Background: an optimization exercise with open tools, aiming at small area, a short achievable clock period and few clock cycles per item. Do not read the settings as production practice. Where RTL was checked, it was by simulation tests only, not by an equivalence proof against the original. Power and IR drop assume default switching activity.

Setup of before:
// de1soc_top
module de1soc_top (
    input  logic        clock,
    input  logic        reset,
    input  logic [31:0] in_data,
    input  logic        in_valid,
    output logic        upstream_stall,
    output logic [31:0] out_data,
    output logic        out_valid,
    input  logic        downstream_stall
);
Size in the first run: roughly 4,000 cells after synthesis, about 42,000 sq um of cells after synthesis.
Settings: LEC_CHECK=0, CAP_MARGIN=20, CORE_MARGIN=2, CORE_UTILIZATION=40, CTS_CLUSTER_DIAMETER=70, CTS_CLUSTER_SIZE=25, SLEW_MARGIN=20; clock period 16.0 ns.
standard.sh (not shown) runs the stock make flow with config.mk's settings and CLKGATE_MAP_FILE= SYNTH_SCRIPT=/design/flow/synth_recipe.tcl, a recipe that flattens the netlist after the stock synthesis.
==> flow/flow/run.sh <==
#!/bin/bash
# The standard layout (standard.sh), except that timing repair aims for
# 11.7 ns of setup slack on the 16 ns clock (paths of about 4.3 ns) instead of 0,
# and the port buffers are buf_4 cells rather than the flow's default pick.
# The make output goes to flow_make.log; ORFS keeps each step's log under
# orfs/logs/.
set -euo pipefail
bash standard.sh SETUP_SLACK_MARGIN=11.7 'BUFFER_PORTS_ARGS=-buffer_cell sky130_fd_sc_hd__buf_4' finish > flow_make.log 2>&1
before ran to completion and came out clean on the timing, design-rule and antenna checks.
Testbench counts of before, summed over its fixed seeds: cycles 14,504, frames 512.
### before -> after
diff --git a/flow/design.v b/flow/design.v
--- a/flow/design.v
+++ b/flow/design.v
@@ -361,27 +361,29 @@
     logic [2:0] one, two, neg;
     for (genvar d = 0; d < 3; d++) begin : g_booth
         logic b2, b1, b0;
         assign b0 = (d == 0) ? 1'b0 : wl[2*d-1];
         assign b1 = wl[2*d];
         assign b2 = (d == 2) ? wl[4] : wl[2*d+1];
         assign one[d] = b1 ^ b0;
         assign two[d] = (b2 & !b1 & !b0) | (!b2 & b1 & b0);
         assign neg[d] = b2 & !(b1 & b0);
     end
     logic        x_v;
+    logic [3:0]  x_c;
     logic [24:0] x_q;
     logic [3:0]  x_pc;
     logic [2:0]  x_one, x_two, x_neg;
     always_ff @(posedge clock) begin
         x_v <= !reset && seq;
+        x_c <= cs;
         {x_pc, x_q} <= qs;
         x_one <= one;
         x_two <= two;
         x_neg <= neg;
     end
     function automatic logic [51:0] csa(input logic [25:0] a, input logic [25:0] b,
                                         input logic [25:0] c);
         logic [25:0] s, k;
         s = a ^ b ^ c;
         k = (a & b) | (a & c) | (b & c);
         csa = {k[24:0], 1'b0, s};
@@ -399,59 +401,57 @@
     assign ones = 3'd3 + 3'(x_neg[0]) + 3'(x_neg[1]) + 3'(x_neg[2]);
     assign corr = {1'b0, {5{x_pc[3]}}, {5{x_pc[2]}}, {5{x_pc[1]}}, {5{x_pc[0]}}, 2'b0, ones};
     logic [25:0] r1s, r1c, r2s, r2c, r3s, r3c, r4s, r4c, r5s, r5c;
     logic [25:0] r6s, r6c;
     assign {r1c, r1s} = csa(qx << 5, ~qx, vn_sh);
     assign {r2c, r2s} = csa(pp[0], pp[1], pp[2]);
     assign {r3c, r3s} = csa({vn_sh[24:0], 1'b1}, corr, r1s);
     assign {r4c, r4s} = csa(r1c, r2s, r2c);
     assign {r5c, r5s} = csa(r3s, r3c, r4s);
     assign {r6c, r6s} = csa(r4c, r5s, r5c);
     logic        z_v;
-    logic [17:0] z_s, z_c2;      
-    logic        z_c8;           
-    logic [8:0]  low;
-    assign low = {1'b0, r6s[7:0]} + {1'b0, r6c[7:0]};
+    logic [3:0]  z_c;
+    logic [25:0] z_s, z_c2;
     always_ff @(posedge clock) begin
         z_v  <= !reset && x_v;
-        z_s  <= r6s[25:8];
-        z_c2 <= r6c[25:8];
-        z_c8 <= low[8];
+        z_c  <= x_c;
+        z_s  <= r6s;
+        z_c2 <= r6c;
     end
-    logic [17:0] tot;
-    assign tot = z_s + z_c2 + 18'(z_c8);
+    logic [25:0] tot;
+    assign tot = z_s + z_c2;
     always_ff @(posedge clock) begin
         if (reset) begin
             seq  <= 1'b0;
             slot <= '0;
         end else if (xfer) begin
             seq  <= 1'b1;
             slot <= '0;
         end else if (seq) begin
             slot <= slot + 4'd1;
             if (slot == 4'd9) seq <= 1'b0;
         end
     end
     logic [CH*18-1:0] rbuf;
     for (genvar c = 0; c < CH; c++) begin : g_rbuf
         always_ff @(posedge clock) begin
-            if (z_v && wcnt == 4'(pos_of(c))) rbuf[c*18 +: 18] <= tot;
+            if (z_v && z_c == 4'(c)) rbuf[c*18 +: 18] <= tot[25:8];
         end
     end
     logic [3:0]  och;        
     logic        oload;
     logic        ordy;       
     logic [17:0] cur;
     logic        o_last;
     logic [17:0] o_val;
-    logic        o_sgn;
+    logic        o_sgn, o_sgz;
     logic        ovn;        
     assign oload = ovn || !downstream_stall;
     logic [3:0]  wcnt;       
     logic [3:0]  opos;       
     always_comb begin
         opos = '0;
         for (int c = 0; c < 10; c++) if (och == 4'(c)) opos = 4'(pos_of(c));
     end
     always_ff @(posedge clock) begin
         if (xfer)     wcnt <= '0;
         else if (z_v) wcnt <= wcnt + 4'd1;
@@ -478,23 +478,26 @@
             end
         end
     end
     always_ff @(posedge clock) begin
         if (oload) begin
             o_val  <= cur;
             o_last <= (och == 4'd9);
         end
         if (oload && ordy) begin
             o_sgn  <= cur[17];
         end
+        if (oload) begin
+            o_sgz  <= ordy && cur[17];
+        end
     end
-    assign out_data = {1'b0, o_last, {6{o_val[17]}}, {6{o_sgn}}, o_val};
+    assign out_data = {1'b0, o_last, {4{o_val[17]}}, {4{o_sgn}}, {4{o_sgz}}, o_val};
     logic full_n;
     assign full_n = !reset && !b_soft && !xfer && (comp || full);
     logic stall_n;
     assign stall_n = full_n || ((busy || xfer) && !reset && take_s && in_data[30]);
     always_ff @(posedge clock) begin
         upstream_stall <= stall_n;
         rdy            <= !stall_n;
     end
 endmodule
 `default_nettype wire
==> run summary <==
- after: full flow OK, the timing, design-rule and antenna checks passed
- From before to after the numbers moved as follows: wire length after detailed routing shows an increase of 450 um, register share of the cell area now sits higher, final worst-path setup slack now sits higher, final-layout clock buffer total went up by 2, maximum number of pins on one net before global-route repair saw an increase.
- before has lower area of the core region than after.
- Against before, after reports a setup slack after placement that is lower.
- Between before and after, total power decreased.
- Taking before as the reference point, the logic gate share of total power of after falls by 1.7 points.
- The leakage component of the power on after is in line with that on before.
- The final reports for after and before show setup slack on the worst flop-to-flop path higher in the former.
- Summary of after over before: final cell count up 19, number of multi-input combinational cells now sits lower, global-route usage ~0 delta.
The RTL of after was laid out without a check of its function.

[what the ideal ports hide]
The results above use ideal ports. As a check the final layouts listed here were re-extracted and re-timed, cells and wires unchanged.
Step 1: set_driving_cell puts a clkbuf_16 on clock and a buf_2 on each other input, an assumption about the parent block.
Step 2 times the ports against the registers' clock, not the clock port: input delays grow and output delays shrink by t, the midpoint of the rising clock arrivals with the driver on.
Slacks: ideal ports / drivers / drivers and shift; pairs: ideal ports / drivers.
run	t (ns)	setup slack, ns	worst data-port slew with drivers (ns)
before	0.696	11.526 / 11.458 / 11.229	0.04
after	0.688	11.550 / 11.484 / 11.274	0.10
After both steps setup and hold are still met in every run listed. The setup slack of before, which loses most, moves by -0.068 ns with the drivers and by -0.297 ns with both steps.
